This is an optimization exercise on Yosys and OpenROAD, whose aim is small area and a short achievable clock period, not a production implementation.
In this exercise RTL edits were held to simulation tests only and were not proved equivalent to the original.
Power and IR drop assume default switching activity.

## design/flow/config.mk

```make
export PLATFORM = sky130hd
export DESIGN_NAME = dual_issue_decode
export DESIGN_NICKNAME = dual_issue_decode
export VERILOG_FILES = /design/flow/design.v
export SDC_FILE = /design/flow/constraint.sdc
export NUM_CORES = 4
export LEC_CHECK = 0
export CAP_MARGIN = 20
export CORE_MARGIN = 2
export CORE_UTILIZATION = 35
export PLACE_DENSITY = 0.5
export SETUP_SLACK_MARGIN = 4.5
export SLEW_MARGIN = 20
```

## design/flow/constraint.sdc

```tcl
create_clock -name core_clock -period 9.0 [get_ports {clk}]
set_input_delay 1.8000 -clock core_clock [delete_from_list [all_inputs] [get_ports {clk}]]
set_output_delay 1.8000 -clock core_clock [all_outputs]
set_load 0.01 [all_outputs]
```

## design/flow/design.v

```verilog
module dual_issue_decode (
	input  logic			clk,
	input  logic			reset,
	input  logic [31:0]		instr_first,
	input  logic [31:0]		instr_second,
	input  logic [7:0]		pc,
	input  logic [7:0]		branch_pc,
	input  logic			branch_taken,
	output logic [31:0]		even_instr,
	output logic [10:0]		even_op,
	output logic [1:0]		even_unit,
	output logic [6:0]		even_rt,
	output logic			even_write,
	output logic [31:0]		odd_instr,
	output logic [10:0]		odd_op,
	output logic [1:0]		odd_unit,
	output logic [6:0]		odd_rt,
	output logic			odd_write,
	output logic			first_odd,
	output logic			stall,
	output logic [7:0]		stall_pc
);
	logic [31:0] a, b;			 
	logic ea, eb, oa, ob;		 
	logic [31:0] ew, ow;
	assign ew = ({32{ea}} & a) | ({32{eb}} & b);
	assign ow = ({32{oa}} & a) | ({32{ob}} & b);
	logic e_rrr, e_ila, e_ai, e_nop, e_fx1, e_shl;
	assign e_rrr = ew[31];
	assign e_ila = ~ew[31] & ew[30] & ~ew[29] & ew[25];
	assign e_ai  = ~ew[31] & ew[28] & ew[26];
	assign e_nop = ~ew[31] & ew[30] & ~ew[29] & ~ew[25];
	assign e_fx1 = e_ila | (~ew[31] & ~ew[30] & ew[28]);
	assign e_shl = ~ew[31] & ~ew[30] & ~ew[28] & ew[27];
	logic [6:0] e_rt0;
	logic e_wr0;
	assign e_rt0 = e_rrr ? ew[27:21] : ew[6:0];
	assign e_wr0 = (ew[31] | ew[30] | ew[28] | ew[27]) & ~e_nop;
	assign even_instr = ew;
	assign even_op    = {ew[31:28], ew[27:25] & {3{~e_rrr}}, ew[24] & ~e_rrr & ~e_ila,
		ew[23:21] & {3{~(e_rrr | e_ila | e_ai)}}};
	assign even_unit  = {e_fx1, e_fx1 | e_shl};
	assign even_rt    = e_rt0;
	assign even_write = e_wr0;
	logic o_ri10, o_ri16;
	assign o_ri10 = ow[29] & ~ow[27] & ow[26];
	assign o_ri16 = ow[29] & ~ow[27] & ~ow[26];
	logic o_ls;
	assign o_ls = o_ri10 | (ow[27] & ~ow[25]);
	assign odd_instr = ow;
	assign odd_op    = {ow[31:24], ow[23] & ~o_ri10, ow[22:21] & {2{~(o_ri10 | o_ri16)}}};
	assign odd_unit  = {o_ri16, o_ls};
	assign odd_rt    = ow[6:0];
	assign odd_write = ow[27] | (ow[28] & ow[26]);
	assign first_odd = oa;
	logic [5:1][6:0]	e_rt;
	logic [5:1]			e_al;	 
	logic [2:1]			e_lg;	 
	logic [4:1][6:0]	o_rt;
	logic [4:1]			o_al;
	logic [2:1]			o_lg;	 
	always_ff @(posedge clk) begin
		e_rt[1] <= e_rt0;
		o_rt[1] <= ow[6:0];
		for (int k = 2; k <= 5; k++) e_rt[k] <= e_rt[k-1];
		for (int k = 2; k <= 4; k++) o_rt[k] <= o_rt[k-1];
		e_lg[1] <= ~(e_fx1 | e_shl);	 
		e_lg[2] <= e_lg[1];
		o_lg[1] <= o_ls;	 
		o_lg[2] <= o_lg[1];
		if (reset) begin
			for (int k = 1; k <= 5; k++) e_al[k] <= 1'b0;
			for (int k = 1; k <= 4; k++) o_al[k] <= 1'b0;
		end else begin
			e_al[1] <= even_write & ~e_fx1;	 
			e_al[2] <= e_al[1];
			e_al[3] <= e_al[2] & e_lg[2];
			e_al[4] <= e_al[3];
			e_al[5] <= e_al[4];
			o_al[1] <= odd_write;					 
			o_al[2] <= o_al[1];
			o_al[3] <= o_al[2] & o_lg[2];
			o_al[4] <= o_al[3];
		end
	end
	function automatic logic busy(input logic [6:0] r,
		input logic ew_, input logic [6:0] ert, input logic ow_, input logic [6:0] ort,
		input logic [5:1][6:0] ert_h, input logic [5:1] eal,
		input logic [4:1][6:0] ort_h, input logic [4:1] oal);
		logic b;
		b = (ew_ && r == ert) || (ow_ && r == ort);
		for (int k = 1; k <= 5; k++) b = b || (eal[k] && r == ert_h[k]);
		for (int k = 1; k <= 4; k++) b = b || (oal[k] && r == ort_h[k]);
		busy = b;
	endfunction
	logic			sel_in, hold_f, hold_s;
	logic [31:0]	f, s;
	assign f = ({32{sel_in}} & instr_first) | ({32{hold_f}} & a);
	assign s = ({32{sel_in}} & instr_second) | ({32{hold_s}} & b);
	function automatic logic [6:0] dec(input logic [31:0] w);
		logic [10:0] o;
		logic ev, od, wr, ua, ub, uc, rrr;
		o = w[31:21];
		ev = 1'b0; od = 1'b0; wr = 1'b0; ua = 1'b0; ub = 1'b0; uc = 1'b0; rrr = 1'b0;
		if (o[10:7] == 4'b1100 || o[10:7] == 4'b1110) begin
			ev = 1'b1; wr = 1'b1; ua = 1'b1; ub = 1'b1; uc = 1'b1; rrr = 1'b1;
		end else if (o[10:4] == 7'b0100001) begin
			ev = 1'b1; wr = 1'b1;
		end else if (o[10:3] == 8'b00011100) begin
			ev = 1'b1; wr = 1'b1; ua = 1'b1;
		end else if (o == 11'b00011000000 || o == 11'b00011000001 || o == 11'b00001011011
				|| o == 11'b01111000100) begin
			ev = 1'b1; wr = 1'b1; ua = 1'b1; ub = 1'b1;
		end else if (o == 11'b01000000001) begin
			ev = 1'b1;
		end else if (o[10:3] == 8'b00110100) begin
			od = 1'b1; wr = 1'b1; ua = 1'b1;
		end else if (o[10:3] == 8'b00100100) begin
			od = 1'b1; ua = 1'b1; uc = 1'b1;
		end else if (o[10:2] == 9'b001100100) begin
			od = 1'b1;
		end else if (o[10:2] == 9'b001000000) begin
			od = 1'b1; uc = 1'b1;
		end else if (o == 11'b00111000100 || o == 11'b00111011100) begin
			od = 1'b1; wr = 1'b1; ua = 1'b1; ub = 1'b1;
		end else if (o == 11'b00000000001) begin
			od = 1'b1;
		end
		dec = {ev, od, wr, ua, ub, uc, rrr};
	endfunction
	logic [6:0] df, ds;
	logic f_ev, f_od, f_wr, f_ua, f_ub, f_uc;
	logic s_ev, s_od, s_wr, s_ua, s_ub, s_uc;
	assign df = dec(f);
	assign ds = dec(s);
	assign {f_ev, f_od, f_wr, f_ua, f_ub, f_uc} = df[6:1];
	assign {s_ev, s_od, s_wr, s_ua, s_ub, s_uc} = ds[6:1];
	logic [6:0] f_rt, s_rt;
	assign f_rt = df[0] ? f[27:21] : f[6:0];
	assign s_rt = ds[0] ? s[27:21] : s[6:0];
	logic stall_first, stall_second, busy_second, same_pipe, same_dest, raw_pair;
	assign stall_first =
		   (f_ua && busy(f[13:7],  even_write, e_rt0, odd_write, ow[6:0], e_rt, e_al, o_rt, o_al))
		|| (f_ub && busy(f[20:14], even_write, e_rt0, odd_write, ow[6:0], e_rt, e_al, o_rt, o_al))
		|| (f_uc && busy(f[6:0],   even_write, e_rt0, odd_write, ow[6:0], e_rt, e_al, o_rt, o_al));
	assign busy_second =
		   (s_ua && busy(s[13:7],  even_write, e_rt0, odd_write, ow[6:0], e_rt, e_al, o_rt, o_al))
		|| (s_ub && busy(s[20:14], even_write, e_rt0, odd_write, ow[6:0], e_rt, e_al, o_rt, o_al))
		|| (s_uc && busy(s[6:0],   even_write, e_rt0, odd_write, ow[6:0], e_rt, e_al, o_rt, o_al));
	assign same_pipe = (s_ev && f_ev) || (s_od && f_od);
	assign same_dest = f_wr && s_wr && (f_rt == s_rt);
	assign raw_pair = f_wr && ((s_ua && s[13:7] == f_rt) || (s_ub && s[20:14] == f_rt)
		|| (s_uc && s[6:0] == f_rt));
	assign stall_second = stall_first || same_pipe || same_dest || raw_pair || busy_second;
	logic go_first, go_second;
	assign go_first = ~branch_taken & ~stall_first;
	assign go_second = ~branch_taken & ~stall_second;
	always_ff @(posedge clk) begin
		a <= f;
		b <= s;
		ea <= ~reset & go_first & f_ev;
		eb <= ~reset & go_second & s_ev;
		oa <= ~reset & go_first & f_od;
		ob <= ~reset & go_second & s_od;
		sel_in <= reset | ~(branch_taken | stall_second);
		hold_f <= ~reset & ~branch_taken & stall_first;
		hold_s <= ~reset & ~branch_taken & stall_second;
		if (reset) begin
			stall <= 1'b0;
			stall_pc <= '0;
		end else if (branch_taken) begin
			stall <= 1'b1;
			stall_pc <= branch_pc + 8'd2;
		end else if (stall_second) begin
			stall <= 1'b1;
			stall_pc <= stall ? stall_pc : pc;
		end else begin
			stall <= 1'b0;
		end
	end
endmodule
```

## design/flow/flow/run.sh

```bash
#!/bin/bash
# The standard layout, with two changes:
#  - synthesis maps with an area-oriented ABC script (flow/abc_area.script),
#    otherwise the same as synth_recipe.tcl;
#  - the port buffers are plain buf_1 cells.
set -euo pipefail
HERE=$(pwd)
export BUFFER_PORTS_ARGS="-buffer_cell sky130_fd_sc_hd__buf_1"
export MY_ABC_SCRIPT=$HERE/flow/abc_area.script
sed "s#SYNTH_SCRIPT=[^ ]*#SYNTH_SCRIPT=$HERE/flow/synth.tcl#" standard.sh > own_standard.sh
bash own_standard.sh > flow_make.log 2>&1
```

## design/flow/flow/abc_area.script

```
strash
dch
map -a
topo
stime -c
buffer -c
upsize -c
dnsize -c
```

## design/flow/flow/synth.tcl

```tcl
# The standard synthesis (synth_recipe.tcl), with ABC's mapping script replaced
# by the area-oriented one next to this file.
proc synth {args} { yosys synth -nofsm -noshare {*}$args }
proc abc {args} {
  set i [lsearch -exact $args -script]
  if { $i >= 0 && [info exists ::env(MY_ABC_SCRIPT)] } {
    set args [lreplace $args $i [expr {$i + 1}] -script $::env(MY_ABC_SCRIPT)]
  }
  yosys abc {*}$args
}
source $::env(SCRIPTS_DIR)/synth.tcl
# left out here: clear keep_hierarchy, flatten, clean up, hide names made inside functions, write 1_2_yosys.v
```

## design/flow/standard.sh

```bash
#!/bin/bash
# synth_recipe.tcl (not shown) runs the flow's synth.tcl, then flattens the netlist and writes it again
# the make line also repeats each setting of config.mk as NAME=value (left out here)
make -C /OpenROAD-flow-scripts/flow DESIGN_CONFIG=/design/flow/config.mk WORK_HOME=/design/flow/orfs CLKGATE_MAP_FILE= SYNTH_SCRIPT=/design/flow/synth_recipe.tcl "${@:-finish}"
```

==> results.sh, run 1 <==
export IMPL_synth_commonest_cells="214 x inv_1, 186 x o22ai_1, 169 x nand2_1"
export IMPL_ys_seq_area_frac=0.257
export IMPL_p_clk_frac=0.365
export IMPL_cpLargestDelayFamily="compound AO/OA/AOI/OAI gates"
export IMPL_start_kind="primary input"
export IMPL_synth_compound_area_frac=0.337
export IMPL_die_h_um=190
export IMPL_critical_path_required_ns=9.34
export IMPL_htreeDepth=4
export IMPL_synth_top_area_cell="dfxtp_1"
export IMPL_postPlaceCellArea_mm2=0.0131
export IMPL_vdd_drop_max_v=0.000139
export IMPL_outcome="timing/DRC/antenna clean"
export IMPL_grt_max_degree=52
export IMPL_regToRegEndpoint="stall_pc[7]$_SDFFE_PP0P_"
export IMPL_start_util=0.354
export IMPL_p_leak_nw=5.48
export IMPL_synth_xor_area_frac=0.115
export IMPL_p_sw_uw=749
export IMPL_r2r_slack_ns=4.72
export IMPL_cts_buffers=17
export IMPL_power_share_combinational=0.260
export IMPL_max_freq_mhz=222
export IMPL_area_delta_synth_final_pct=17.9
export IMPL_cp_arrival_ns=4.83
export IMPL_min_period_over_period=0.499
export IMPL_synth_simple_gate_area_share=0.152
export IMPL_synth_fa_ha_area_frac=0.00103
export IMPL_hold_viol_final=0
export IMPL_grt_pass1_wl_um=103000
export IMPL_design_area_mm2=0.0143
export IMPL_reg2reg_from="sel_in$_DFF_P_"
export IMPL_die_area_mm2=0.0363
export IMPL_finalWorstSetupSlack_ns=4.51
export IMPL_cts_hold_repair_buffers=0
export IMPL_ant_nets=0
export IMPL_pre_cts_ws_ns=3.30
export IMPL_grt_pass1_vias=14100
export IMPL_die_w_um=190
export IMPL_powerDensity_mw_per_mm2=141
export IMPL_cap_violations=0
export IMPL_grtUsageTotal=0.401
export IMPL_io_buffers=198
export IMPL_grt_antenna_before_repair=2
export IMPL_period_needed_ns=4.49
export IMPL_drc_errors=0
export IMPL_clockBufferDepth=2
export IMPL_finClkSkew_ns=0.0115
export IMPL_overflow=0
export IMPL_min_delay_start="e_lg[1]$_DFF_P_"
export IMPL_slowest_stage="o2111ai_1"
export IMPL_synthFlopType="dfxtp_1"
export IMPL_synthesis_nets=1744
export IMPL_end_kind="flip-flop"
export IMPL_dr_pass1_iters=6
export IMPL_worstPathMaxFanout=13
export IMPL_hp_class="flip-flop to flip-flop"
export IMPL_boundaryPins=199
export IMPL_intPower_mw=1.28
export IMPL_synth_area_top_cells="dfxtp_1 26%, o22ai_1 9.6%, xor2_1 8.5%"
export IMPL_netlist_instances=1660
export IMPL_holdPathStages=0
export IMPL_drt_total_wl_um=75400
export IMPL_synth_top_family_by_area="compound AO/OA/AOI/OAI gates"
export IMPL_drt_vias_per_instance=6.61
export IMPL_yosysMostFrequentCell="inv_1"
export IMPL_path_clk_slew_ns=0.06
export IMPL_async_flop_share=0
export IMPL_ys_warn_count=1
export IMPL_worst_pin_slew_ns=1.05
export IMPL_avgRoutedWirePerCell_um=32.6
export IMPL_syn_mean_instance_area_um2=7.33
export IMPL_nets=1926
export IMPL_cts_root_buf="clkbuf_16"
export IMPL_drv_slew=0
export IMPL_cts_tree="done"
export IMPL_drive_gt1_frac=0.131
export IMPL_synth_distinct_cells=52
export IMPL_drtIter0Drc=2500
export IMPL_seq_power_share=0.375
export IMPL_crit_buf_inv=5
export IMPL_setup_tns_ns=0
export IMPL_coreArea_mm2=0.0344
export IMPL_worst_r2r_cell_count=16
export IMPL_crit_chain="buf_1 > a22oi_2 > buf_4 > clkinvlp_4 > a22oi_1 > nand4_1 > o2111ai_1 > o32ai_1 > and3_1 > nand3_1 > inv_2 > o21ai_4 > inv_1 > nand2_1 > a31oi_1"
export IMPL_cts_sinks=156
export IMPL_p_sw_frac=0.370
export IMPL_synth_edf_count=0
export IMPL_min_to="e_lg[2]$_DFF_P_"
export IMPL_dp_hpwl_um=54800
export IMPL_setup_viol=0
export IMPL_relSlewSlack=0.298
export IMPL_vias=15300
export IMPL_place_congestion=1.02
export IMPL_path_class="primary input to flip-flop"
export IMPL_rsz0062_at_grt="yes"
export IMPL_ys_ff_latch=156
export IMPL_placement_rows=68
export IMPL_muxShareOfSynthArea=0
export IMPL_clock_latency_ns=0.47
export IMPL_synth_cell_area_mm2=0.0122
export IMPL_netlist_area_leader_share=0.257
export IMPL_critical_path_max_stage_delay_ns=0.46
[how the worst max path moves through the flow]
| stage | from | endpoint | slack [ns] | depth (start not counted) |
|---|---|---|---|---|
| 3_3_place_gp | instr_second[0] | stall_pc[3]$_SDFFE_PP0P_ | 3.34 | 18 |
| 5_1_grt | instr_second[20] | stall_pc[3]$_SDFFE_PP0P_ | 4.45 | 17 |
| 4_1_cts | instr_first[3] | stall_pc[7]$_SDFFE_PP0P_ | 4.51 | 16 |
| 6_report | instr_first[20] | stall_pc[7]$_SDFFE_PP0P_ | 4.51 | 15 |
| 3_5_place_dp | instr_first[6] | stall_pc[3]$_SDFFE_PP0P_ | 3.30 | 17 |
| 2_1_floorplan | instr_first[28] | stall_pc[0]$_SDFFE_PP0P_ | 5.02 | 17 |
[registers in the layout (all words and copies together) (netlist names)]
| register | count |
|---|---|
| a | 32 |
| b | 32 |
| e_al | 5 |
| e_lg | 2 |
| e_rt | 35 |
| ea | 1 |
| eb | 1 |
| hold_f | 1 |
| hold_s | 1 |
| o_al | 4 |
| o_lg | 2 |
| o_rt | 28 |
| oa | 1 |
| ob | 1 |
| sel_in | 1 |
| stall | 1 |
| stall_pc | 8 |
[area by class of cell]
type                    instances  area [um2]
fillers                      3730       20000
repair buffers                294        1560
multi-input cells            1122        7510
well taps                     455         569
flip-flops and latches        156        3130
clock inverters                15         155
clock buffers                  17         425
inverters                     251         990
diodes                          3        7.51
[metal layers]
metal | global-route usage | vias up | share of wire
li1 | - | 6389 | -
met1 | 0.506 | 7330 | 0.39
met2 | 0.602 | 1257 | 0.43
met3 | 0.110 | 324 | 0.11
met4 | 0.258 | 0 | 0.073
met5 | 0 | - | 0
[kinds of logic (layout without fill, tap and decap cells)]
family | Yosys count | count (layout)
xor gates and xnor gates | 160 | 160
AOI/OAI and AO/OA | 555 | 556
DFF | 156 | 156
and+or+nand+nor | 405 | 405
adders and majority gates | 1 | 1
other | 0 | 3
buffers and inverters | 383 | 577
[per-stage QoR]
stage	utilization	power, mW	cells	hold WS [ns]
2_1_floorplan	-	1.05	1660	0.310
3_3_place_gp	0.380	1.24	2224	0.314
3_5_place_dp	0.380	1.23	2224	0.316
4_1_cts	0.408	1.99	2289	0.331
5_1_grt	0.417	2.09	2310	0.334
6_report	0.417	2.03	2313	0.328
[cells in the final DEF, fill, tap and decap left out, types with 5 or more instances in the layout]
cell type   count
clkbuf_16      17
a2111oi_0      17
o2111ai_1      26
a21oi_1        50
nor2_1         87
o22ai_1       185
clkinvlp_4     14
a22oi_1        69
buf_4          85
buf_1         198
o21ai_0        45
a22oi_2        28
dfxtp_1       154
a31oi_1        13
inv_2          24
a221oi_1       34
nand4_1        46
buf_12          6
clkinv_1        7
a22oi_4         9
o21ai_2         6
o22ai_2         8
buf_6           5
nor4_2          6
nor4_1         38
xnor2_1        42
nand2_1       169
nand3_1        20
xor2_1        118
nor3_1         26
o21ai_1        12
o221ai_1       21
inv_1         204
[power by group through the flow]
stage	sequential (mW)	clock, mW	combinational (mW)
3_5_place_dp	0.773	0	0.460
2_1_floorplan	0.753	0	0.300
3_3_place_gp	0.774	0	0.465
4_1_cts	0.757	0.751	0.485
5_1_grt	0.760	0.780	0.545
6_report	0.759	0.740	0.527
[repair_timing]
action	4_1_cts	5_1_grt
pin swaps	14	7
cloned	0	1
setup endpoints to repair	25	10
gates resized for setup	24	29
setup buffers	33	20
==> inputs of run 2 (changes only) <==
--- a/design/flow/flow/run.sh
+++ b/design/flow/flow/run.sh
@@ -6,6 +6,7 @@
 set -euo pipefail
 HERE=$(pwd)
 export BUFFER_PORTS_ARGS="-buffer_cell sky130_fd_sc_hd__buf_1"
+export SKIP_GATE_CLONING=1
 export MY_ABC_SCRIPT=$HERE/flow/abc_area.script
 sed "s#SYNTH_SCRIPT=[^ ]*#SYNTH_SCRIPT=$HERE/flow/synth.tcl#" standard.sh > own_standard.sh
 bash own_standard.sh > flow_make.log 2>&1
--- a/design/flow/config.mk
+++ b/design/flow/config.mk
@@ -9,5 +9,5 @@
 export CORE_MARGIN = 2
 export CORE_UTILIZATION = 35
 export PLACE_DENSITY = 0.5
-export SETUP_SLACK_MARGIN = 4.5
+export SETUP_SLACK_MARGIN = 4.7
 export SLEW_MARGIN = 20
==> results.sh, run 2 <==
export IMPL_ys_warn_count=1
export IMPL_dr_pass1_iters=7
export IMPL_worst_pin_slew_ns=1.12
export IMPL_cp_arrival_ns=4.64
export IMPL_hp_class="flip-flop to flip-flop"
export IMPL_cap_violations=0
export IMPL_yosysMostFrequentCell="inv_1"
export IMPL_fillCellCount=3664
export IMPL_synthesis_nets=1744
export IMPL_synthFlopType="dfxtp_1"
export IMPL_path_clk_slew_ns=0.06
export IMPL_relSlewSlack=0.252
export IMPL_clockBufferDepth=2
export IMPL_drtIter0Drc=2468
export IMPL_crit_chain="buf_1 > a22oi_2 > buf_12 > clkinvlp_4 > a221oi_2 > o2111ai_2 > nor4_4 > a41oi_2 > nand4_1 > o21ai_1 > nand2_1 > nor2_1 > nand3_1 > inv_2 > o21ai_4 > buf_6 > a31oi_1"
export IMPL_die_h_um=190
export IMPL_multiInputGateArea_mm2=0.00777
export IMPL_holdPathStages=0
export IMPL_power_share_combinational=0.274
export IMPL_p_sw_uw=766
export IMPL_io_buffers=198
export IMPL_cts_buffers=17
export IMPL_setup_viol=0
export IMPL_period_needed_ns=4.29
export IMPL_synth_fa_ha_area_frac=0.00103
export IMPL_vdd_drop_max_v=0.000139
export IMPL_p_total_mw=2.07
export IMPL_cts_hold_repair_buffers=0
export IMPL_drv_slew=0
export IMPL_worst_r2r_cell_count=17
export IMPL_p_leak_nw=5.72
export IMPL_setup_tns_ns=0
export IMPL_outcome="timing/DRC/antenna clean"
export IMPL_slowest_stage="nor4_4"
export IMPL_grt_pass1_wl_um=104000
export IMPL_final_common_cell="inv_1"
export IMPL_cpLargestDelayFamily="compound AO/OA/AOI/OAI gates"
export IMPL_synth_top_area_cell="dfxtp_1"
export IMPL_critical_path_required_ns=9.35
export IMPL_synth_top_family_by_area="compound AO/OA/AOI/OAI gates"
export IMPL_syn_mean_instance_area_um2=7.33
export IMPL_grt_max_degree=52
export IMPL_drt_vias_per_instance=6.62
export IMPL_powerDensity_mw_per_mm2=138
export IMPL_whs_ns=0.328
export IMPL_synth_xor_area_frac=0.115
export IMPL_synth_simple_gate_area_share=0.152
export IMPL_die_w_um=190
export IMPL_grt_antenna_before_repair=2
export IMPL_synth_commonest_cells="214 x inv_1, 186 x o22ai_1, 169 x nand2_1"
export IMPL_start_kind="primary input"
export IMPL_drc_errors=0
export IMPL_min_to="e_lg[2]$_DFF_P_"
export IMPL_largest_reg_flops=35
export IMPL_overflow=0
export IMPL_cts_tree="done"
export IMPL_largest_register="e_rt"
export IMPL_ys_ff_latch=156
export IMPL_drt_total_wl_um=76500
export IMPL_clock_latency_ns=0.47
export IMPL_postPlaceCellArea_mm2=0.0131
export IMPL_vias=15500
export IMPL_htreeDepth=4
export IMPL_r2r_slack_ns=4.82
export IMPL_netlist_instances=1660
export IMPL_coreArea_mm2=0.0344
export IMPL_min_delay_start="e_lg[1]$_DFF_P_"
export IMPL_ys_seq_area_frac=0.257
export IMPL_boundaryPins=199
export IMPL_synth_edf_count=0
export IMPL_intPower_mw=1.30
export IMPL_finClkSkew_ns=0.0108
export IMPL_grtUsageTotal=0.405
export IMPL_async_flop_share=0
export IMPL_final_cell_mix="199 x inv_1, 198 x buf_1, 180 x o22ai_1"
export IMPL_end_kind="flip-flop"
export IMPL_seqCellArea_mm2=0.00313
export IMPL_netlist_area_leader_share=0.257
export IMPL_synth_distinct_cells=52
export IMPL_crit_buf_inv=5
export IMPL_critical_path_max_stage_delay_ns=0.35
export IMPL_start_util=0.354
export IMPL_placement_rows=68
export IMPL_grt_pass1_vias=14200
export IMPL_dp_hpwl_um=54800
export IMPL_largestRegisters="e_rt: 35 flops, a: 32 flops, b: 32 flops"
export IMPL_reg2reg_from="sel_in$_DFF_P_"
export IMPL_synth_area_top_cells="dfxtp_1 26%, o22ai_1 9.6%, xor2_1 8.5%"
export IMPL_die_area_mm2=0.0363
export IMPL_p_sw_frac=0.371
export IMPL_rsz0062_at_grt="yes"
export IMPL_ant_nets=0
export IMPL_path_class="primary input to flip-flop"
export IMPL_dp_cells=2224
export IMPL_min_period_over_period=0.477
export IMPL_synth_compound_area_frac=0.337
export IMPL_post_route_util=0.436
export IMPL_seq_power_share=0.367
export IMPL_place_congestion=1.02
export IMPL_cts_sinks=156
export IMPL_pre_cts_ws_ns=3.30
export IMPL_p_clk_frac=0.358
export IMPL_area_delta_synth_final_pct=23.1
export IMPL_finalWorstSetupSlack_ns=4.71
export IMPL_worstPathMaxFanout=7
export IMPL_avgRoutedWirePerCell_um=32.7
export IMPL_max_freq_mhz=233
export IMPL_hold_viol_final=0
export IMPL_drive_gt1_frac=0.168
export IMPL_final_cell_count_no_fill=2344
export IMPL_design_area_mm2=0.0150
export IMPL_regToRegEndpoint="stall_pc[0]$_SDFFE_PP0P_"
export IMPL_nets=1959
export IMPL_synth_cell_area_mm2=0.0122
export IMPL_cts_root_buf="clkbuf_16"
export IMPL_muxShareOfSynthArea=0
## run 2: cell counts after synthesis
Identical to the previous run, type by type.
## run 2: cell families (layout without fill, tap and decap cells)
| group | Yosys count | after routing |
|---|---|---|
| other | 0 | 1 |
| flip-flops | 156 | 156 |
| AND/OR/NAND/NOR | 405 | 405 |
| XOR/XNOR | 160 | 160 |
| buffers and inverters | 383 | 611 |
| adder cells (fa/ha/maj) | 1 | 1 |
| AO/OA/AOI/OAI | 555 | 555 |
## run 2: power groups by stage
stage	Sequential, mW	Combinational, mW	Clock [mW]
2_1_floorplan	0.753	0.300	0
3_3_place_gp	0.774	0.465	0
3_5_place_dp	0.773	0.460	0
4_1_cts	0.757	0.501	0.751
5_1_grt	0.760	0.586	0.779
6_report	0.759	0.567	0.741
## run 2: per-layer routing
layer | routed length (um) | global-route usage
met5 | 66 | 0
met4 | 5640 | 0.250
met3 | 9060 | 0.108
met2 | 32200 | 0.609
met1 | 29600 | 0.515
## run 2: worst max-delay path by stage
stage / startpoint / cells after the start / to / slack (ns)
after floorplan: instr_first[28] / 17 / stall_pc[0]$_SDFFE_PP0P_ / 5.02
after global placement: instr_second[0] / 18 / stall_pc[3]$_SDFFE_PP0P_ / 3.34
after detailed placement: instr_first[6] / 17 / stall_pc[3]$_SDFFE_PP0P_ / 3.30
after CTS: ea$_DFF_P_ / 11 / even_unit[0] / 4.70
after global routing: instr_second[16] / 18 / stall_pc[7]$_SDFFE_PP0P_ / 4.67
final: instr_second[16] / 17 / stall_pc[0]$_SDFFE_PP0P_ / 4.71
## run 2: final cells by class
cell class,count,area share
Tap cell,455,0.0380
Sequential cell,156,0.209
Multi-Input combinational cell,1121,0.519
Clock inverter,15,0.0104
Timing Repair Buffer,328,0.128
Inverter,251,0.0674
Antenna cell,1,0.000167
Clock buffer,17,0.0284
## run 2: repair_timing
action	in CTS	in global routing
gates resized for setup	46	87
setup endpoints to repair	30	13
buffers inserted	52	35
pin swaps	20	22
==> inputs of run 3 (changes only) <==
--- a/design/flow/flow/run.sh
+++ b/design/flow/flow/run.sh
@@ -6,7 +6,6 @@
 set -euo pipefail
 HERE=$(pwd)
 export BUFFER_PORTS_ARGS="-buffer_cell sky130_fd_sc_hd__buf_1"
-export SKIP_GATE_CLONING=1
 export MY_ABC_SCRIPT=$HERE/flow/abc_area.script
 sed "s#SYNTH_SCRIPT=[^ ]*#SYNTH_SCRIPT=$HERE/flow/synth.tcl#" standard.sh > own_standard.sh
 bash own_standard.sh > flow_make.log 2>&1
==> results.sh, run 3 <==
export IMPL_die_h_um=190
export IMPL_boundaryPins=199
export IMPL_critical_path_required_ns=7.20
export IMPL_cp_arrival_ns=2.42
export IMPL_start_kind="flip-flop"
export IMPL_setup_tns_ns=0
export IMPL_vdd_drop_max_v=0.000140
export IMPL_overflow=0
export IMPL_worst_pin_slew_ns=1.07
export IMPL_powerDensity_mw_per_mm2=138
export IMPL_cts_hold_repair_buffers=0
export IMPL_final_cell_mix="198 x inv_1, 198 x buf_1, 180 x o22ai_1"
export IMPL_rsz0062_at_grt="no"
export IMPL_seqCellArea_mm2=0.00313
export IMPL_synthFlopType="dfxtp_1"
export IMPL_synth_top_area_cell="dfxtp_1"
export IMPL_netlist_instances=1660
export IMPL_worstPathMaxFanout=31
export IMPL_drtIter0Drc=2343
export IMPL_ys_ff_latch=156
export IMPL_drc_errors=0
export IMPL_synth_edf_count=0
export IMPL_fillCellCount=3662
export IMPL_drt_vias_per_instance=6.64
export IMPL_relSlewSlack=0.287
export IMPL_nets=1958
export IMPL_max_freq_mhz=237
export IMPL_cap_violations=0
export IMPL_dp_hpwl_um=54800
export IMPL_slowest_stage="nand2_1"
export IMPL_dr_pass1_iters=7
export IMPL_ys_seq_area_frac=0.257
export IMPL_async_flop_share=0
export IMPL_intPower_mw=1.30
export IMPL_holdPathStages=0
export IMPL_synth_area_top_cells="dfxtp_1 26%, o22ai_1 9.6%, xor2_1 8.5%"
export IMPL_end_kind="output pin"
export IMPL_vias=15600
export IMPL_grt_pass1_wl_um=104000
export IMPL_outcome="timing/DRC/antenna clean"
export IMPL_avgRoutedWirePerCell_um=32.7
export IMPL_clockBufferDepth=2
export IMPL_multiInputGateArea_mm2=0.00777
export IMPL_path_class="flip-flop to output pin"
export IMPL_setup_viol=0
export IMPL_largestRegisters="e_rt: 35 flops, a: 32 flops, b: 32 flops"
export IMPL_placement_rows=68
export IMPL_cts_buffers=17
export IMPL_die_area_mm2=0.0363
export IMPL_io_buffers=198
export IMPL_cts_root_buf="clkbuf_16"
export IMPL_ys_warn_count=1
export IMPL_synth_distinct_cells=52
export IMPL_min_period_over_period=0.469
export IMPL_drive_gt1_frac=0.169
export IMPL_path_clk_slew_ns=0.07
export IMPL_yosysMostFrequentCell="inv_1"
export IMPL_area_delta_synth_final_pct=23.1
export IMPL_post_route_util=0.436
export IMPL_coreArea_mm2=0.0344
export IMPL_p_sw_frac=0.371
export IMPL_finClkSkew_ns=0.0125
export IMPL_clock_latency_ns=0.47
export IMPL_netlist_area_leader_share=0.257
export IMPL_power_share_combinational=0.274
export IMPL_ant_nets=0
export IMPL_grt_pass1_vias=14200
export IMPL_start_util=0.354
export IMPL_htreeDepth=4
export IMPL_cts_sinks=156
export IMPL_crit_chain="inv_1 > buf_12 > o22ai_1 > nand2_1 > nand2_1 > buf_1"
export IMPL_grtUsageTotal=0.405
export IMPL_largest_reg_flops=35
export IMPL_die_w_um=190
export IMPL_p_clk_frac=0.359
export IMPL_hp_class="flip-flop to flip-flop"
export IMPL_p_leak_nw=5.72
export IMPL_drt_total_wl_um=76600
export IMPL_drv_slew=0
export IMPL_critical_path_max_stage_delay_ns=0.56
export IMPL_grt_max_degree=52
export IMPL_hold_viol_final=0
export IMPL_largest_register="e_rt"
export IMPL_grt_antenna_before_repair=3
export IMPL_syn_mean_instance_area_um2=7.33
export IMPL_period_needed_ns=4.22
export IMPL_synth_cell_area_mm2=0.0122
export IMPL_synthesis_nets=1744
export IMPL_seq_power_share=0.367
export IMPL_worst_r2r_cell_count=16
export IMPL_place_congestion=1.02
export IMPL_p_sw_uw=768
export IMPL_critPathMostFrequentCell="nand2_1"
export IMPL_synth_commonest_cells="214 x inv_1, 186 x o22ai_1, 169 x nand2_1"
export IMPL_cts_tree="done"
## run 3: cell counts after synthesis
No cell type changed its count.
## run 3: worst paths after layout
check,from,end,slack [ns]
setup / recovery,eb$_DFF_P_,even_rt[6],4.78
hold reg to reg,e_lg[1]$_DFF_P_,e_lg[2]$_DFF_P_,0.33
hold / removal,e_lg[1]$_DFF_P_,e_lg[2]$_DFF_P_,0.33
setup reg to reg,sel_in$_DFF_P_,stall_pc[7]$_SDFFE_PP0P_,4.84
## run 3: final cells by class
| type | count | area share |
|---|---|---|
| repair inverters | 1 | 0.000501 |
| clock buffers | 17 | 0.0284 |
| flip-flops and latches | 156 | 0.209 |
| clock inverters | 15 | 0.0104 |
| repair buffers | 325 | 0.127 |
| inverters | 251 | 0.0673 |
| well taps | 455 | 0.0380 |
| multi-input cells | 1122 | 0.519 |
| diodes | 3 | 0.000501 |
## run 3: critical path, delay by kind of cell (launching register included)
kind | cells | cell delay, ns
buffers and inverters | 3 | 0.51
flip-flops | 1 | 0.32
AO/OA/AOI/OAI | 1 | 0.35
AND/OR/NAND/NOR | 2 | 0.78
## run 3: logic make-up after synthesis
group	share of synthesized area
fa+ha+maj	0.00103
buf+inv	0.138
simple gates	0.152
compound gates	0.337
xor+xnor	0.115
flops	0.257
## run 3: metal layers
layer  vias up  part of all wire  GRT usage
met4         0             0.070      0.250
met1      7412              0.38      0.515
met3       349              0.12      0.108
met5         -                 0          0
met2      1357              0.43      0.609
li1       6459                 -          -
## run 3: what timing repair did
item	CTS	global route
gates cloned	0	2
setup buffers	52	32
resized for setup	46	90
setup endpoints to repair	30	13
pin swaps	20	18
## run 3: stage by stage
stage	std cells	hold slack (ns)	power, mW	setup WS (ns)	cell area [um2]
floorplan	1660	0.310	1.05	5.02	12200
global placement	2224	0.314	1.24	3.34	13100
detailed placement	2224	0.316	1.23	3.30	13100
CTS	2308	0.331	2.01	4.70	14300
global route	2342	0.334	2.12	4.69	15000
finish	2345	0.328	2.07	4.78	15000
## run 3: power by group through the flow
stage	combinational, mW	clock [mW]	sequential (mW)
after floorplan	0.300	0	0.753
after global placement	0.465	0	0.774
after detailed placement	0.460	0	0.773
after CTS	0.501	0.751	0.757
after global routing	0.584	0.779	0.761
final	0.566	0.742	0.759
==> inputs of run 4 (changes only) <==
--- a/design/flow/config.mk
+++ b/design/flow/config.mk
@@ -8,6 +8,7 @@
 export CAP_MARGIN = 20
 export CORE_MARGIN = 2
 export CORE_UTILIZATION = 35
+export CTS_CLUSTER_SIZE = 40
 export PLACE_DENSITY = 0.5
 export SETUP_SLACK_MARGIN = 4.7
 export SLEW_MARGIN = 20
==> results.sh, run 4 <==
export IMPL_ys_warn_count=1
export IMPL_rsz0062_at_grt="no"
export IMPL_synth_cell_area_mm2=0.0122
export IMPL_crit_chain="inv_1 > buf_12 > o22ai_1 > nand2_1 > nand2_1 > buf_1"
export IMPL_async_flop_share=0
export IMPL_cpLargestDelayFamily="simple AND/OR/NAND/NOR gates"
export IMPL_drc_errors=0
export IMPL_cts_sinks=156
export IMPL_reg2reg_from="sel_in$_DFF_P_"
export IMPL_p_clk_frac=0.359
export IMPL_finalWorstSetupSlack_ns=4.78
export IMPL_synth_top_area_cell="dfxtp_1"
export IMPL_slowest_stage="nand2_1"
export IMPL_drt_vias_per_instance=6.64
export IMPL_synth_simple_gate_area_share=0.152
export IMPL_netlist_instances=1660
export IMPL_power_share_combinational=0.274
export IMPL_synth_area_top_cells="dfxtp_1 26%, o22ai_1 9.6%, xor2_1 8.5%"
export IMPL_synthFlopType="dfxtp_1"
export IMPL_path_clk_slew_ns=0.07
export IMPL_largestRegisters="e_rt: 35 flops, a: 32 flops, b: 32 flops"
export IMPL_synth_top_family_by_area="compound AO/OA/AOI/OAI gates"
export IMPL_drv_slew=0
export IMPL_drive_gt1_frac=0.169
export IMPL_min_delay_start="e_lg[1]$_DFF_P_"
export IMPL_cp_arrival_ns=2.42
export IMPL_clockBufferDepth=2
export IMPL_min_period_over_period=0.469
export IMPL_die_h_um=190
export IMPL_cts_root_buf="clkbuf_16"
export IMPL_largest_reg_flops=35
export IMPL_clock_latency_ns=0.47
export IMPL_vias=15600
export IMPL_coreArea_mm2=0.0344
export IMPL_p_leak_nw=5.72
export IMPL_ys_ff_latch=156
export IMPL_synth_xor_area_frac=0.115
export IMPL_intPower_mw=1.30
export IMPL_die_w_um=190
export IMPL_largest_register="e_rt"
export IMPL_worst_pin_slew_ns=1.07
export IMPL_fillCellCount=3662
export IMPL_boundaryPins=199
export IMPL_start_kind="flip-flop"
export IMPL_final_cell_mix="198 x inv_1, 198 x buf_1, 180 x o22ai_1"
export IMPL_end_kind="output pin"
export IMPL_critical_path_required_ns=7.20
export IMPL_placement_rows=68
export IMPL_setup_tns_ns=0
export IMPL_start_util=0.354
export IMPL_p_sw_uw=768
export IMPL_ys_seq_area_frac=0.257
export IMPL_critical_path_max_stage_delay_ns=0.56
export IMPL_synthesis_nets=1744
export IMPL_drt_total_wl_um=76600
export IMPL_finClkSkew_ns=0.0125
export IMPL_setup_viol=0
export IMPL_dr_pass1_iters=7
export IMPL_overflow=0
export IMPL_worst_r2r_cell_count=16
export IMPL_grtUsageTotal=0.405
export IMPL_cap_violations=0
export IMPL_p_sw_frac=0.371
export IMPL_min_to="e_lg[2]$_DFF_P_"
export IMPL_period_needed_ns=4.22
export IMPL_seq_power_share=0.367
export IMPL_regToRegEndpoint="stall_pc[7]$_SDFFE_PP0P_"
export IMPL_max_freq_mhz=237
export IMPL_muxShareOfSynthArea=0
export IMPL_synth_fa_ha_area_frac=0.00103
export IMPL_grt_pass1_wl_um=104000
export IMPL_hold_viol_final=0
export IMPL_relSlewSlack=0.287
export IMPL_die_area_mm2=0.0363
export IMPL_critPathMostFrequentCell="nand2_1"
export IMPL_holdPathStages=0
export IMPL_netlist_area_leader_share=0.257
export IMPL_worstPathMaxFanout=31
export IMPL_synth_commonest_cells="214 x inv_1, 186 x o22ai_1, 169 x nand2_1"
export IMPL_cts_tree="done"
export IMPL_r2r_slack_ns=4.84
export IMPL_pre_cts_ws_ns=3.30
export IMPL_synth_distinct_cells=52
export IMPL_vdd_drop_max_v=0.000140
export IMPL_grt_antenna_before_repair=3
export IMPL_synth_edf_count=0
export IMPL_io_buffers=198
export IMPL_area_delta_synth_final_pct=23.1
export IMPL_synth_compound_area_frac=0.337
export IMPL_htreeDepth=4
export IMPL_ant_nets=0
export IMPL_outcome="timing/DRC/antenna clean"
export IMPL_place_congestion=1.02
export IMPL_grt_pass1_vias=14200
export IMPL_crit_buf_inv=3
export IMPL_yosysMostFrequentCell="inv_1"
export IMPL_avgRoutedWirePerCell_um=32.7
export IMPL_cts_buffers=17
export IMPL_syn_mean_instance_area_um2=7.33
export IMPL_dp_hpwl_um=54800
export IMPL_hp_class="flip-flop to flip-flop"
export IMPL_drtIter0Drc=2343
export IMPL_grt_max_degree=52
export IMPL_powerDensity_mw_per_mm2=138
export IMPL_path_class="flip-flop to output pin"
export IMPL_nets=1958
run 4: cell counts in the layout (fill, tap and decap cells not counted):
Identical to the previous run, type by type.
run 4: layout make-up:
class                      count  area [um2]  share of cell area
timing repair inverter         1        7.51            0.000501
antenna                        3        7.51            0.000501
clock buffer                  17         425              0.0284
clock inverter                15         155              0.0104
timing repair buffer         325        1900               0.127
sequential                   156        3130               0.209
inverter                     251        1010              0.0673
tap                          455         569              0.0380
multi-input combinational   1122        7770               0.519
run 4: layer usage:
layer | share of wire | up-vias | track usage
li1 | - | 6459 | -
met1 | 0.38 | 7412 | 0.515
met2 | 0.43 | 1357 | 0.609
met3 | 0.12 | 349 | 0.108
met4 | 0.070 | 0 | 0.250
met5 | 0 | - | 0
run 4: worst max path at each step:
stage | start | to | slack (ns) | cells after the start
after floorplan | instr_first[28] | stall_pc[0]$_SDFFE_PP0P_ | 5.02 | 17
after global placement | instr_second[0] | stall_pc[3]$_SDFFE_PP0P_ | 3.34 | 18
after detailed placement | instr_first[6] | stall_pc[3]$_SDFFE_PP0P_ | 3.30 | 17
after CTS | ea$_DFF_P_ | even_unit[0] | 4.70 | 11
after global routing | instr_first[8] | stall_pc[3]$_SDFFE_PP0P_ | 4.69 | 17
final | eb$_DFF_P_ | even_rt[6] | 4.78 | 6
run 4: per-stage QoR:
| step | utilization | cell area, um2 | power (mW) | hold slack (ns) | instances |
|---|---|---|---|---|---|
| 6_report | 0.436 | 15000 | 2.07 | 0.328 | 2345 |
| 5_1_grt | 0.435 | 15000 | 2.12 | 0.334 | 2342 |
| 4_1_cts | 0.415 | 14300 | 2.01 | 0.331 | 2308 |
| 3_5_place_dp | 0.380 | 13100 | 1.23 | 0.316 | 2224 |
| 3_3_place_gp | 0.380 | 13100 | 1.24 | 0.314 | 2224 |
| 2_1_floorplan | - | 12200 | 1.05 | 0.310 | 1660 |
run 4: repair_timing:
action                     in CTS  in global routing
gates cloned                    0                  2
setup endpoints to repair      30                 13
hold buffers                    0                  0
buffers inserted               52                 32
pin swaps                      20                 18
resized for setup              46                 90
run 4: power by group through the flow:
stage	combinational (mW)	clock (mW)	sequential, mW
floorplan	0.300	0	0.753
global placement	0.465	0	0.774
detailed placement	0.460	0	0.773
CTS	0.501	0.751	0.757
global route	0.584	0.779	0.761
finish	0.566	0.742	0.759
run 4: worst reg2reg max path: cells and delay by family (launching register included):
kind,cells,cell delay [ns]
buf+inv,4,1.16
simple gates,4,0.85
compound gates,8,1.54
flops,1,0.48
run 4: cell families after synthesis:
logic type | after synthesis
AND/OR/NAND/NOR | 405
XOR/XNOR | 160
adder cells (fa/ha/maj) | 1
AO/OA/AOI/OAI | 555
flip-flops | 156
buffers and inverters | 383
==> inputs of run 5 (changes only) <==
--- a/design/flow/config.mk
+++ b/design/flow/config.mk
@@ -7,8 +7,7 @@
 export LEC_CHECK = 0
 export CAP_MARGIN = 20
 export CORE_MARGIN = 2
-export CORE_UTILIZATION = 35
-export CTS_CLUSTER_SIZE = 40
-export PLACE_DENSITY = 0.5
+export CORE_UTILIZATION = 45
+export PLACE_DENSITY = 0.62
 export SETUP_SLACK_MARGIN = 4.7
 export SLEW_MARGIN = 20
==> results.sh, run 5 <==
export IMPL_rsz0062_at_grt="no"
export IMPL_period_needed_ns=4.34
export IMPL_dr_pass1_iters=8
export IMPL_synth_top_area_cell="dfxtp_1"
export IMPL_pre_cts_ws_ns=3.70
export IMPL_path_class="primary input to flip-flop"
export IMPL_netlist_instances=1660
export IMPL_start_kind="primary input"
export IMPL_relSlewSlack=0.300
export IMPL_ys_warn_count=1
export IMPL_min_period_over_period=0.482
export IMPL_async_flop_share=0
export IMPL_synthFlopType="dfxtp_1"
export IMPL_hp_class="flip-flop to flip-flop"
export IMPL_synth_compound_area_frac=0.337
export IMPL_critical_path_max_stage_delay_ns=0.65
export IMPL_syn_mean_instance_area_um2=7.33
export IMPL_muxShareOfSynthArea=0
export IMPL_boundaryPins=199
export IMPL_cts_hold_repair_buffers=0
export IMPL_die_area_mm2=0.0284
export IMPL_worstPathMaxFanout=12
export IMPL_die_w_um=168
export IMPL_ys_seq_area_frac=0.257
export IMPL_drc_errors=0
export IMPL_synth_fa_ha_area_frac=0.00103
export IMPL_hold_viol_final=0
export IMPL_outcome="timing/DRC/antenna clean"
export IMPL_cpLargestDelayFamily="compound AO/OA/AOI/OAI gates"
export IMPL_grt_max_degree=36
export IMPL_cts_sinks=156
export IMPL_area_delta_synth_final_pct=22.8
export IMPL_synth_commonest_cells="214 x inv_1, 186 x o22ai_1, 169 x nand2_1"
export IMPL_vias=15800
export IMPL_start_util=0.455
export IMPL_path_clk_slew_ns=0.08
export IMPL_htreeDepth=4
export IMPL_drv_slew=0
export IMPL_nets=1959
export IMPL_drtIter0Drc=2833
export IMPL_cts_buffers=17
export IMPL_p_total_mw=2.07
export IMPL_setup_viol=0
export IMPL_synth_edf_count=0
export IMPL_placement_rows=60
export IMPL_final_common_cell="inv_1"
export IMPL_synth_xor_area_frac=0.115
export IMPL_synth_simple_gate_area_share=0.152
export IMPL_netlist_area_leader_share=0.257
export IMPL_synth_top_family_by_area="compound AO/OA/AOI/OAI gates"
export IMPL_crit_buf_inv=5
export IMPL_drt_total_wl_um=71600
export IMPL_finalWorstSetupSlack_ns=4.66
export IMPL_largestRegisters="e_rt: 35 flops, a: 32 flops, b: 32 flops"
export IMPL_die_h_um=168
export IMPL_finClkSkew_ns=0.0156
export IMPL_cp_arrival_ns=4.71
export IMPL_fillCellCount=2616
export IMPL_largest_register="e_rt"
export IMPL_coreArea_mm2=0.0267
export IMPL_synthesis_nets=1744
export IMPL_clockBufferDepth=2
export IMPL_max_freq_mhz=231
export IMPL_grt_pass1_vias=14200
export IMPL_synth_distinct_cells=52
export IMPL_end_kind="flip-flop"
export IMPL_cts_tree="done"
export IMPL_ys_ff_latch=156
export IMPL_place_congestion=1.12
export IMPL_worst_pin_slew_ns=1.05
export IMPL_crit_chain="buf_1 > a22oi_2 > buf_6 > inv_2 > a2111oi_0 > a32oi_1 > o2111ai_1 > o22ai_1 > and3_2 > nand3_1 > inv_2 > o21ai_4 > buf_6 > o21ai_1 > a31oi_1"
export IMPL_grt_pass1_wl_um=98800
export IMPL_avgRoutedWirePerCell_um=32.1
export IMPL_dp_hpwl_um=47600
export IMPL_largest_reg_flops=35
export IMPL_cap_violations=0
export IMPL_slowest_stage="a2111oi_0"
export IMPL_grt_antenna_before_repair=3
export IMPL_synth_cell_area_mm2=0.0122
export IMPL_drt_vias_per_instance=7.07
export IMPL_p_leak_nw=5.76
export IMPL_vdd_drop_max_v=0.000112
export IMPL_clock_latency_ns=0.44
export IMPL_overflow=0
export IMPL_io_buffers=198
export IMPL_grtUsageTotal=0.479
export IMPL_drive_gt1_frac=0.165
export IMPL_final_cell_mix="204 x inv_1, 197 x buf_1, 183 x o22ai_1"
export IMPL_powerDensity_mw_per_mm2=139
export IMPL_yosysMostFrequentCell="inv_1"
export IMPL_cts_root_buf="clkbuf_16"
export IMPL_critical_path_required_ns=9.37
export IMPL_setup_tns_ns=0
export IMPL_ant_nets=0
export IMPL_synth_area_top_cells="dfxtp_1 26%, o22ai_1 9.6%, xor2_1 8.5%"
==> run 5: cell count changes in the layout (fill, tap and decap cells not counted), moves of 5 or more <==
cell / previous run / this run
inv_2: 28 / 17
buf_8: 1 / 6
inv_1: 198 / 204
clkinvlp_4: 18 / 12
inv_4: 3 / 13
buf_12: 12 / 17
buf_6: 11 / 17
buf_4: 102 / 88
==> run 5: final timing paths <==
kind	start	to	slack, ns	cells past startpoint
worst max register to register	sel_in$_DFF_P_	stall_pc[5]$_SDFFE_PP0P_	4.78	16
worst min-delay path	o_lg[1]$_DFF_P_	o_lg[2]$_DFF_P_	0.33	0
worst max-delay path	instr_first[0]	stall_pc[5]$_SDFFE_PP0P_	4.66	15
worst min register to register	o_lg[1]$_DFF_P_	o_lg[2]$_DFF_P_	0.33	0
==> run 5: what timing repair did <==
| item | CTS | global route |
|---|---|---|
| pin swaps | 13 | 31 |
| gates resized for setup | 41 | 131 |
| gates cloned | 0 | 2 |
| setup endpoints to repair | 27 | 13 |
| buffers inserted | 31 | 49 |
==> run 5: worst reg2reg max path: cells and delay by family, from the launching register on <==
family,cells,cell delay [ns]
flops,1,0.63
compound gates,9,1.83
buf+inv,5,1.34
simple gates,2,0.35
==> run 5: stage by stage <==
stage	cell area [um2]	util	instances	hold WS [ns]
3_5_place_dp	13000	0.485	2115	0.313
2_1_floorplan	12200	-	1660	0.310
3_3_place_gp	13000	0.485	2115	0.313
5_1_grt	14900	0.559	2228	0.345
4_1_cts	13900	0.522	2177	0.329
6_report	14900	0.559	2231	0.329
==> run 5: area by class of cell <==
type                            instances  area (um2)  area share
Clock inverter                         13         110     0.00737
Inverter                              251        1020      0.0684
Tap cell                              341         427      0.0285
Timing Repair inverter                  1        7.51    0.000502
Timing Repair Buffer                  327        2040       0.137
Antenna cell                            3        7.51    0.000502
Sequential cell                       156        3130       0.209
Multi-Input combinational cell       1121        7770       0.520
Clock buffer                           18         429      0.0287
==> run 5: where the power goes <==
| part | leakage [nW] | switching, mW | internal (mW) |
|---|---|---|---|
| clock | 0.262 | 0.358 | 0.360 |
| sequential | 1.28 | 0.0372 | 0.719 |
| combinational | 4.21 | 0.399 | 0.198 |
| total | 5.76 | 0.794 | 1.28 |
==> run 5: cell families (layout without fill, tap and decap cells) <==
kind of cell | after synthesis | in the layout
DFF | 156 | 156
xor gates and xnor gates | 160 | 160
adders and majority gates | 1 | 1
AOI/OAI and AO/OA | 555 | 555
other | 0 | 3
buffers and inverters | 383 | 610
and+or+nand+nor | 405 | 405
==> run 5: per-layer routing <==
layer	GRT usage	part of all wire	vias up
met5	0	0.00013	-
met4	0.296	0.081	2
met3	0.223	0.17	435
met1	0.608	0.37	7353
li1	-	-	6449
met2	0.649	0.38	1536
==> inputs of run 6 (changes only) <==
==> design/flow/flow/abc_area.script (replaced) <==
strash
dch
amap
topo
stime -c
buffer -c
upsize -c
dnsize -c
--- a/design/flow/config.mk
+++ b/design/flow/config.mk
@@ -7,7 +7,7 @@
 export LEC_CHECK = 0
 export CAP_MARGIN = 20
 export CORE_MARGIN = 2
-export CORE_UTILIZATION = 45
-export PLACE_DENSITY = 0.62
+export CORE_UTILIZATION = 25
+export PLACE_DENSITY = 0.4
 export SETUP_SLACK_MARGIN = 4.7
 export SLEW_MARGIN = 20
==> results.sh, run 6 <==
export IMPL_synth_edf_count=0
export IMPL_largestRegisters="e_rt: 35 flops, a: 32 flops, b: 32 flops"
export IMPL_synth_cell_area_mm2=0.0113
export IMPL_hp_class="flip-flop to flip-flop"
export IMPL_drive_gt1_frac=0.274
export IMPL_cts_hold_repair_buffers=0
export IMPL_rsz0062_at_grt="yes"
export IMPL_yosysMostFrequentCell="o22ai_1"
export IMPL_die_area_mm2=0.0469
export IMPL_clock_latency_ns=0.47
export IMPL_crit_chain="buf_1 > a22oi_2 > buf_6 > clkinvlp_4 > o22ai_4 > nor4_4 > a222oi_1 > nand4_1 > a2111oi_4 > a31oi_2 > nor2_1 > o21ai_1 > nor2_1 > nor2b_1 > and2_4 > o21ai_4 > inv_2 > o21ai_4 > buf_6 > a22oi_2 > nor2_1"
export IMPL_grt_pass1_vias=15500
export IMPL_vias=16700
export IMPL_synthesis_nets=1616
export IMPL_path_clk_slew_ns=0.07
export IMPL_placement_rows=77
export IMPL_max_freq_mhz=192
export IMPL_path_class="primary input to flip-flop"
export IMPL_io_buffers=198
export IMPL_htreeDepth=4
export IMPL_synth_top_area_cell="dfxtp_1"
export IMPL_synth_simple_gate_area_share=0.121
export IMPL_ys_seq_area_frac=0.276
export IMPL_relSlewSlack=0.397
export IMPL_cts_tree="done"
export IMPL_place_congestion=1.00
export IMPL_syn_mean_instance_area_um2=7.38
export IMPL_critical_path_required_ns=9.35
export IMPL_post_route_util=0.367
export IMPL_drtIter0Drc=3493
export IMPL_cp_arrival_ns=5.57
export IMPL_clockBufferDepth=2
export IMPL_overflow=0
export IMPL_final_cell_count_no_fill=2472
export IMPL_fillCellCount=4755
export IMPL_start_util=0.255
export IMPL_grt_max_degree=33
export IMPL_cap_violations=0
export IMPL_drt_vias_per_instance=6.76
export IMPL_netlist_instances=1532
export IMPL_async_flop_share=0
export IMPL_cts_buffers=17
export IMPL_dp_cells=2258
export IMPL_boundaryPins=199
export IMPL_slowest_stage="a222oi_1"
export IMPL_finalWorstSetupSlack_ns=3.78
export IMPL_dp_hpwl_um=56200
export IMPL_grt_pass1_wl_um=120000
export IMPL_end_kind="flip-flop"
export IMPL_whs_ns=0.332
export IMPL_finClkSkew_ns=0.0139
export IMPL_setup_viol=0
export IMPL_postPlaceCellArea_mm2=0.0127
export IMPL_synth_area_top_cells="dfxtp_1 28%, o22ai_1 21%, inv_1 7.2%"
export IMPL_setup_tns_ns=0
export IMPL_synth_xor_area_frac=0
export IMPL_worstPathMaxFanout=4
export IMPL_min_period_over_period=0.580
export IMPL_drc_errors=0
export IMPL_num_antenna_cells=0
export IMPL_p_leak_nw=5.84
export IMPL_grtUsageTotal=0.358
export IMPL_ys_warn_count=1
export IMPL_synth_top_family_by_area="compound AO/OA/AOI/OAI gates"
export IMPL_dr_pass1_iters=7
export IMPL_ant_nets=0
export IMPL_period_needed_ns=5.22
export IMPL_drv_slew=0
export IMPL_largest_reg_flops=35
export IMPL_synthFlopType="dfxtp_1"
export IMPL_die_h_um=217
export IMPL_hold_viol_final=0
export IMPL_worst_pin_slew_ns=0.881
export IMPL_coreArea_mm2=0.0444
export IMPL_synth_compound_area_frac=0.462
export IMPL_grt_antenna_before_repair=4
export IMPL_cts_sinks=156
export IMPL_final_common_cell="o22ai_1"
export IMPL_critical_path_max_stage_delay_ns=0.65
export IMPL_synth_distinct_cells=61
export IMPL_crit_buf_inv=5
export IMPL_outcome="timing/DRC/antenna clean"
export IMPL_final_cell_mix="360 x o22ai_1, 189 x buf_1, 187 x inv_1"
export IMPL_synth_fa_ha_area_frac=0.00111
export IMPL_p_total_mw=2.40
export IMPL_pre_cts_ws_ns=2.46
export IMPL_avgRoutedWirePerCell_um=35.6
export IMPL_muxShareOfSynthArea=0
export IMPL_powerDensity_mw_per_mm2=147
export IMPL_die_w_um=217
export IMPL_area_delta_synth_final_pct=44.4
export IMPL_start_kind="primary input"
export IMPL_ys_ff_latch=156
export IMPL_drt_total_wl_um=88100
export IMPL_vdd_drop_max_v=0.000134
export IMPL_largest_register="e_rt"
export IMPL_critPathMostFrequentCell="nor2_1"
export IMPL_design_area_mm2=0.0163
export IMPL_netlist_area_leader_share=0.276
export IMPL_synth_commonest_cells="388 x o22ai_1, 217 x inv_1, 156 x dfxtp_1"
export IMPL_cpLargestDelayFamily="compound AO/OA/AOI/OAI gates"
export IMPL_nets=1952
export IMPL_cts_root_buf="clkbuf_16"
[run 6: cell count changes after synthesis, sizes merged, moves of 32 or more]
cell	previous run	this run
a21oi	51	16
a22oi	106	74
buf	93	57
clkbuf	39	81
nand2	169	40
o22ai	194	402
xnor2	42	0
xor2	118	0
[run 6: metal layers]
metal	share of wire	global-route usage	up-vias
li1	-	-	6754
met1	0.39	0.460	8000
met2	0.40	0.510	1542
met3	0.13	0.135	407
met4	0.075	0.207	0
met5	0	0	-
[run 6: power breakdown]
group	internal, mW	total [mW]	switching, mW	leakage, nW
Sequential	0.722	0.767	0.0450	1.29
Combinational	0.276	0.777	0.501	4.23
Clock	0.510	0.859	0.349	0.326
Total	1.51	2.40	0.895	5.84
[run 6: cells by family (layout without fill, tap and decap cells)]
family,after synthesis,in the layout
flip-flops,156,156
buffers and inverters,383,731
AO/OA/AOI/OAI,722,722
AND/OR/NAND/NOR,270,270
adder cells (fa/ha/maj),1,1
[run 6: area by class of cell]
type	count	area (um2)	area share
Clock buffer	19	453	0.0278
Sequential cell	156	3130	0.192
Timing Repair Buffer	452	3110	0.190
Inverter	245	1080	0.0662
Multi-Input combinational cell	993	7570	0.464
Timing Repair inverter	3	25.0	0.00153
Tap cell	592	741	0.0454
Clock inverter	12	210	0.0129
[run 6: path summary, 6_finish.rpt]
path / from / end / slack (ns) / cells past startpoint
setup / recovery: instr_second[3] / stall_pc[5]$_SDFFE_PP0P_ / 3.78 / 21
hold / removal: o_lg[1]$_DFF_P_ / o_lg[2]$_DFF_P_ / 0.33 / 0
hold reg to reg: o_lg[1]$_DFF_P_ / o_lg[2]$_DFF_P_ / 0.33 / 0
setup reg to reg: ea$_DFF_P_ / stall_pc[5]$_SDFFE_PP0P_ / 3.93 / 22
[run 6: what timing repair did]
| action | 4_1_cts | 5_1_grt |
|---|---|---|
| resized for setup | 216 | 97 |
| pin swaps | 41 | 29 |
| setup buffers | 147 | 32 |
| endpoints found under the setup margin | 32 | 22 |
| gates cloned | 1 | 3 |
==> inputs of run 7 (changes only) <==
==> design/flow/flow/abc_area.script (replaced) <==
strash
ifraig
scorr
dc2
strash
dch -f
map -a
topo
stime -c
buffer -c
upsize -c
dnsize -c
==> results.sh, run 7 <==
export IMPL_outcome="timing/DRC/antenna clean"
export IMPL_relSlewSlack=0.296
export IMPL_worst_pin_slew_ns=1.06
export IMPL_regToRegEndpoint="stall_pc[3]$_SDFFE_PP0P_"
export IMPL_p_leak_nw=5.79
export IMPL_syn_mean_instance_area_um2=7.42
export IMPL_cts_buffers=17
export IMPL_ant_nets=0
export IMPL_avgRoutedWirePerCell_um=32.0
export IMPL_die_area_mm2=0.0501
export IMPL_die_w_um=224
export IMPL_powerDensity_mw_per_mm2=139
export IMPL_overflow=0
export IMPL_largestRegisters="e_rt: 35 flops, a: 32 flops, b: 32 flops"
export IMPL_holdPathStages=0
export IMPL_cap_violations=0
export IMPL_fillCellCount=5166
export IMPL_worstPathMaxFanout=12
export IMPL_grtUsageTotal=0.306
export IMPL_finClkSkew_ns=0.0116
export IMPL_cts_tree="done"
export IMPL_cp_arrival_ns=4.64
export IMPL_period_needed_ns=4.30
export IMPL_min_to="e_lg[2]$_DFF_P_"
export IMPL_synthesis_nets=1713
export IMPL_die_h_um=224
export IMPL_drt_total_wl_um=79300
export IMPL_min_period_over_period=0.478
export IMPL_ys_warn_count=1
export IMPL_yosysMostFrequentCell="inv_1"
export IMPL_whs_ns=0.331
export IMPL_start_util=0.253
export IMPL_synth_cell_area_mm2=0.0121
export IMPL_clock_latency_ns=0.46
export IMPL_finalWorstSetupSlack_ns=4.70
export IMPL_synth_edf_count=0
export IMPL_rsz0062_at_grt="yes"
export IMPL_p_total_mw=2.12
export IMPL_netlist_area_leader_share=0.258
export IMPL_max_freq_mhz=232
export IMPL_synthFlopType="dfxtp_1"
export IMPL_vias=15600
export IMPL_min_delay_start="e_lg[1]$_DFF_P_"
export IMPL_async_flop_share=0
export IMPL_worst_r2r_cell_count=17
export IMPL_dr_pass1_iters=8
export IMPL_synth_commonest_cells="217 x inv_1, 206 x o22ai_1, 156 x dfxtp_1"
export IMPL_synth_top_area_cell="dfxtp_1"
export IMPL_final_cell_mix="204 x inv_1, 201 x o22ai_1, 198 x buf_1"
export IMPL_htreeDepth=4
export IMPL_start_kind="primary input"
export IMPL_nets=1938
export IMPL_postPlaceCellArea_mm2=0.0132
export IMPL_hp_class="flip-flop to flip-flop"
export IMPL_drv_slew=0
export IMPL_critical_path_max_stage_delay_ns=0.74
export IMPL_place_congestion=1.05
export IMPL_drt_vias_per_instance=6.27
export IMPL_boundaryPins=199
export IMPL_dp_hpwl_um=54400
export IMPL_grt_max_degree=36
export IMPL_pre_cts_ws_ns=3.18
export IMPL_placement_rows=80
export IMPL_synth_area_top_cells="dfxtp_1 26%, o22ai_1 11%, xor2_1 7.5%"
export IMPL_end_kind="flip-flop"
export IMPL_critPathLaunch="instr_first[17]"
export IMPL_cts_hold_repair_buffers=0
export IMPL_hold_viol_final=0
export IMPL_drc_errors=0
export IMPL_r2r_slack_ns=4.88
export IMPL_crit_chain="buf_1 > a22oi_1 > buf_4 > xnor2_1 > nor4_1 > a22oi_2 > nand4_1 > o32ai_2 > o211a_1 > nand4_4 > nand2_4 > nand2_4 > inv_4 > a22oi_1 > a21oi_1"
export IMPL_seqCellArea_mm2=0.00313
export IMPL_critical_path_required_ns=9.33
export IMPL_cp_depth=15
export IMPL_path_clk_slew_ns=0.06
export IMPL_design_area_mm2=0.0153
export IMPL_drtIter0Drc=2174
export IMPL_cts_root_buf="clkbuf_16"
export IMPL_num_antenna_cells=0
export IMPL_largest_reg_flops=35
export IMPL_setup_tns_ns=0
export IMPL_grt_pass1_vias=14500
export IMPL_clockBufferDepth=2
export IMPL_reg2reg_from="sel_in$_DFF_P_"
export IMPL_setup_viol=0
export IMPL_netlist_instances=1629
export IMPL_slowest_stage="nor4_1"
export IMPL_grt_antenna_before_repair=0
export IMPL_final_common_cell="inv_1"
export IMPL_drive_gt1_frac=0.186
export IMPL_ys_seq_area_frac=0.258
export IMPL_ys_ff_latch=156
export IMPL_io_buffers=198
export IMPL_path_class="primary input to flip-flop"
export IMPL_area_delta_synth_final_pct=26.9
export IMPL_cpLargestDelayFamily="simple AND/OR/NAND/NOR gates"
export IMPL_largest_register="e_rt"
export IMPL_grt_pass1_wl_um=110000
export IMPL_vdd_drop_max_v=0.0000941
export IMPL_coreArea_mm2=0.0477
export IMPL_cts_sinks=156
export IMPL_multiInputGateArea_mm2=0.00777
export IMPL_synth_distinct_cells=59
export IMPL_crit_buf_inv=3
## run 7: cell types whose count changed in the layout (fill, tap and decap cells not counted), moves of 18 or more
cell       previous run  this run
a2111oi_0            25         7
a21oi_1              12        61
a22oi_1              41        68
buf_4               182       106
buf_6                55        17
nand2_1              39       112
nand4_1              20        41
nor2_1               74       100
o21ai_0              26        50
o22ai_1             360       201
o22ai_2              37        11
xor2_1                0       103
## run 7: worst max-delay path by stage
stage                                    end
floorplan           stall_pc[6]$_SDFFE_PP0P_
global placement    stall_pc[7]$_SDFFE_PP0P_
detailed placement  stall_pc[4]$_SDFFE_PP0P_
finish              stall_pc[3]$_SDFFE_PP0P_
CTS                             even_unit[0]
global route        stall_pc[3]$_SDFFE_PP0P_
## run 7: what timing repair did
action / CTS / global route
pin swaps: 25 / 34
setup endpoints to repair: 31 / 17
resized for setup: 87 / 93
setup buffers: 57 / 38
## run 7: power by group
part	leakage [nW]	total (mW)	internal (mW)	switching, mW
sequential	1.28	0.762	0.721	0.0417
combinational	4.22	0.608	0.201	0.408
clock	0.281	0.754	0.439	0.315
## run 7: kinds of logic (layout without fill, tap and decap cells)
family,Yosys count,in the layout,synth area share
compound gates,620,620,0.380
xor+xnor,117,117,0.0848
fa+ha+maj,1,1,0.00104
buf+inv,385,622,0.140
flops,156,156,0.258
simple gates,350,350,0.136
## run 7: worst reg2reg max path, delay by kind of cell (launching register included)
| family | cells | cell delay [ns] |
|---|---|---|
| buf+inv | 4 | 0.91 |
| simple gates | 4 | 0.82 |
| compound gates | 9 | 1.50 |
| flops | 1 | 0.75 |
## run 7: stage by stage
stage                     utilization  std cells
after global routing            0.321       2481
after global placement          0.276       2355
after CTS                       0.308       2443
after detailed placement        0.277       2355
final                           0.321       2481
after floorplan                     -       1629
## run 7: layout make-up
cell class	instances	share of cell area
clock buffers	19	0.0289
clock inverters	12	0.00955
inverters	254	0.0688
multi-input cells	1088	0.507
flip-flops and latches	156	0.204
well taps	615	0.0502
repair buffers	337	0.132
## run 7: layer usage
| layer | wire length, um | track usage | share of wire | vias up |
|---|---|---|---|---|
| met5 | 0 | 0 | 0 | - |
| met4 | 4440 | 0.140 | 0.056 | 0 |
| met3 | 10400 | 0.107 | 0.13 | 287 |
| met2 | 32000 | 0.434 | 0.40 | 1296 |
| met1 | 32400 | 0.412 | 0.41 | 7495 |
| li1 | - | - | - | 6477 |

-- what the ideal ports hide --
No port has a modelled driver above. Below, the same layouts with a new extraction and two added sets of constraints.
Step 1 sets driving cells, clkbuf_16 on the clock port and buf_2 on the other inputs (assumed; they add their load-dependent delay and slew).
Step 2 times the ports against the registers' clock, not the clock port: input delays grow and output delays shrink by t, the midpoint of the rising clock arrivals with the driver on.
Three values: ideal ports, drivers, drivers and shift; two values: the first two.
| run | shift t [ns] | setup slack, ns | worst setup path at the end |
|---|---|---|---|
| run 1 | 0.514 | 4.505 / 4.536 / 4.023 | input to register |
| run 2 | 0.516 | 4.706 / 4.707 / 4.225 | input to register |
| run 3 | 0.517 | 4.776 / 4.722 / 4.289 | input to register |
| run 4 | 0.517 | 4.776 / 4.722 / 4.289 | input to register |
| run 5 | 0.488 | 4.664 / 4.689 / 4.201 | input to register |
| run 6 | 0.519 | 3.780 / 3.812 / 3.293 | input to register |
| run 7 | 0.513 | 4.696 / 4.671 / 4.210 | input to register |
After both steps setup and hold are still met in every run listed.
